This is an optimization exercise on Yosys and OpenROAD, whose aim is small area, not a production implementation. Function was checked by simulation only, so behaviour that the tests miss may differ from the original.

Design hsv_to_rgb_converter_unit, start of the top module:
module hsv_to_rgb_converter_unit (
  input  wire logic                                 clk,
  input  wire logic                                 rst,
  input  wire logic                                 in_valid,
  output logic                                      in_stall,
  input  wire logic [hsv2rgb_pkg::HUE_BITS-1:0]     hue,
  input  wire logic [hsv2rgb_pkg::CHAN_BITS-1:0]    saturation,
  input  wire logic [hsv2rgb_pkg::CHAN_BITS-1:0]    value,
  output logic                                      out_valid,
  input  wire logic                                 out_stall,
  output logic [hsv2rgb_pkg::CHAN_BITS-1:0]         red,
  output logic [hsv2rgb_pkg::CHAN_BITS-1:0]         green,
  output logic [hsv2rgb_pkg::CHAN_BITS-1:0]         blue,
  output logic [3*hsv2rgb_pkg::CHAN_BITS-1:0]       packed_color
);
Size in the first run: roughly 910 cells after synthesis, ~67 flip-flops, roughly 79 I/O pins, ~8500 µm² of cells after synthesis.
Settings: LEC_CHECK=0, ABC_AREA=1, CAP_MARGIN=20, CORE_MARGIN=2, CORE_UTILIZATION=80, CTS_BUF_LIST=sky130_fd_sc_hd__clkbuf_2 sky130_fd_sc_hd__clkbuf_4 sky130_fd_sc_hd__clkbuf_8, SLEW_MARGIN=20; clock period 7.5 ns.
standard.sh (not shown) runs the stock make flow with config.mk's settings and CLKGATE_MAP_FILE= SYNTH_SCRIPT=/design/flow/synth_recipe.tcl, a recipe that flattens the netlist after the stock synthesis.
==> flow/flow/run.sh <==
#!/bin/bash
# Layout flow: the standard flow with two changes to synthesis and one
# to placement.
#  - Synthesis: Yosys's synth runs without its quick ABC pass (-noabc), so
#    the full adders written in the RTL reach extract_fa without inverted
#    polarities, and the final ABC mapping uses flow/area.abc (area-oriented
#    mapping). Registers, their names and cell types are unchanged.
#  - Ports are buffered with sky130_fd_sc_hd__buf_1, and the buffers that
#    synthesis puts between outputs sharing a net are buf_1 too.
# Each tool's output goes to the ORFS logs under orfs/logs; make's output to
# standard.log.
set -euo pipefail
WORK=$PWD
FLOW=$WORK/flow
{
  echo 'proc synth {args} { yosys synth -nofsm -noshare -noabc {*}$args }'
  echo 'proc abc {args} {'
  echo '  set i [lsearch $args -script]'
  echo "  if { \$i >= 0 } { set args [lreplace \$args \$i [expr {\$i + 1}] -script $FLOW/area.abc] }"
  echo '  yosys abc {*}$args'
  echo '}'
  tail -n +2 synth_recipe.tcl
} > my_synth.tcl
bash standard.sh SYNTH_SCRIPT=$WORK/my_synth.tcl \
  "BUFFER_PORTS_ARGS=-buffer_cell sky130_fd_sc_hd__buf_1" \
  "MIN_BUF_CELL_AND_PORTS=sky130_fd_sc_hd__buf_1 A X" finish > standard.log 2>&1
==> flow/flow/area.abc <==
strash
dch -f
amap
topo
The starting point failed in global routing with GRT-0232.
Rerun with:
--- a/flow/config.mk
+++ b/flow/config.mk
@@ -10,4 +10,5 @@
 export CORE_MARGIN = 2
-export CORE_UTILIZATION = 80
+export CORE_UTILIZATION = 75
 export CTS_BUF_LIST = sky130_fd_sc_hd__clkbuf_2 sky130_fd_sc_hd__clkbuf_4 sky130_fd_sc_hd__clkbuf_8
+export GPL_TIMING_DRIVEN = 0
 export SLEW_MARGIN = 20
Result: With this change the flow completed without violations. Area after synthesis does not change. Synthesized cell count stays the same.
Rerun with:
--- a/flow/config.mk
+++ b/flow/config.mk
@@ -10,5 +10,4 @@
 export CORE_MARGIN = 2
-export CORE_UTILIZATION = 75
+export CORE_UTILIZATION = 85
 export CTS_BUF_LIST = sky130_fd_sc_hd__clkbuf_2 sky130_fd_sc_hd__clkbuf_4 sky130_fd_sc_hd__clkbuf_8
-export GPL_TIMING_DRIVEN = 0
 export SLEW_MARGIN = 20
Now the flow never finished: it broke off in global routing with GRT-0116. Synthesized area stays the same. Synthesized cell count stays the same.

== the reference run ==
Another version of the RTL of hsv_to_rgb_converter_unit (not shown whole).
For scale: ~67 flip-flops, ~79 I/O pins, ~0.0084 mm^2 of cells after synthesis.
Settings: LEC_CHECK=0, ABC_AREA=1, CAP_MARGIN=20, CORE_MARGIN=2, CORE_UTILIZATION=65, CTS_BUF_LIST=sky130_fd_sc_hd__clkbuf_2 sky130_fd_sc_hd__clkbuf_4 sky130_fd_sc_hd__clkbuf_8, SLEW_MARGIN=20; clock period 7.5 ns.
Scripts as last shown in full above: flow/flow/run.sh, flow/flow/area.abc
Modified inputs, the trial run compared to the reference run
-- flow/config.mk --
<<< the reference run, line 9
export CAP_MARGIN = 20
export CORE_MARGIN = 2
export CORE_UTILIZATION = 65
export CTS_BUF_LIST = sky130_fd_sc_hd__clkbuf_2 sky130_fd_sc_hd__clkbuf_4 sky130_fd_sc_hd__clkbuf_8
export SLEW_MARGIN = 20
>>> the trial run, line 9
export CAP_MARGIN = 20
export CORE_MARGIN = 2
export CORE_UTILIZATION = 55
export CTS_BUF_LIST = sky130_fd_sc_hd__clkbuf_2 sky130_fd_sc_hd__clkbuf_4 sky130_fd_sc_hd__clkbuf_8
export SLEW_MARGIN = 20
Findings:
The trial run reports a lower global-route usage than the reference run does. [diff] via count, the trial run relative to the reference run: improvement. Delta(standard-cell row count, the trial run - the reference run) > 0. Area growth from synthesis to layout (lower): the reference run. Between the trial run and the reference run, the difference in total number of nets in the final design is negligible. Diff the reference run -> the trial run | fmax | increase of 1.8%. Per the comparison of the trial run with the reference run, final number of hold-violating endpoints ~0 delta, die area picked up an extra 0.0024 mm^2.

hsv_to_rgb_converter_unit again, from the RTL that the note above started with.
Settings: LEC_CHECK=0, ABC_AREA=1, CAP_MARGIN=20, CORE_MARGIN=2, CORE_UTILIZATION=70, CTS_BUF_LIST=sky130_fd_sc_hd__clkbuf_2 sky130_fd_sc_hd__clkbuf_4 sky130_fd_sc_hd__clkbuf_8, SLEW_MARGIN=20; clock period 7.5 ns.
Scripts as last shown in full above: flow/flow/run.sh, flow/flow/area.abc
Next try:
Settings changed: CORE_UTILIZATION 70 to 60.
After rerunning: Count of clock-buffer cells in the layout rises by 3; via count falls by a few percent; non-clock buffer count is unchanged; design area rises slightly; core utilization falls by 11 points; clock skew hardly moves; routed wire length falls by a few percent; global-route usage falls by 5.1 points.
Next try:
Settings changed: CORE_UTILIZATION 60 to 65, CTS_BUF_LIST sky130_fd_sc_hd__clkbuf_2 sky130_fd_sc_hd__clkbuf_4 sky130_fd_sc_hd__clkbuf_8 to sky130_fd_sc_hd__clkbuf_4.
Effect: The new run ran to the end with no violations; core utilization rises by 4.9 points; maximum frequency falls by 1.6%; cell count falls by 0.76%; sequential cell count does not change; sequential share of layout area rises by 0.37 points; worst setup slack degrades by 0.11 ns.

[port drivers added, routing unchanged]
How much do the figures lean on ideal ports? The routed layouts below were timed once more, with nothing changed but the port constraints.
Step 1 (the two cells are an assumption about what drives the block):
set clk [get_ports {clk}]
set_driving_cell -lib_cell sky130_fd_sc_hd__clkbuf_16 $clk
set_driving_cell -lib_cell sky130_fd_sc_hd__buf_2 [delete_from_list [all_inputs] $clk]
Step 2 adds t to the input delays and takes it off the output delays; t is the mean of the earliest and latest rising clock arrival at the registers after step 1. Input paths then give back, and output paths get back, about the clock's delay inside the block.
Three values: no drivers, after step 1, after step 2; two values: the first two.
run	t (ns)	setup WS [ns]	hold slack, ns	worst setup path at the end	worst slew at a driven data input, ns
the second run of note 1	0.378	0.244 / 0.255 / -0.123	0.437 / 0.437 / 0.437	input to register	0.03
the reference run	0.388	0.297 / 0.297 / 0.044	0.417 / 0.417 / 0.417	input to register	0.03
the trial run	0.374	0.425 / 0.425 / 0.119	0.427 / 0.427 / 0.427	input to register	0.03
the first run of note 3	0.385	0.237 / 0.237 / -0.030	0.425 / 0.425 / 0.425	input to register	0.03
the second run of note 3	0.376	0.399 / 0.399 / 0.078	0.423 / 0.423 / 0.423	input to register	0.03
the third run of note 3	0.454	0.287 / 0.287 / 0.031	0.416 / 0.416 / 0.416	input to register	0.03
With both steps, setup timing fails in the second run of note 1 and the first run of note 3, where it was met with ideal ports. For the second run of note 1, which loses most, drivers alone change the setup slack by +0.011 ns; drivers and shift together by -0.367 ns.
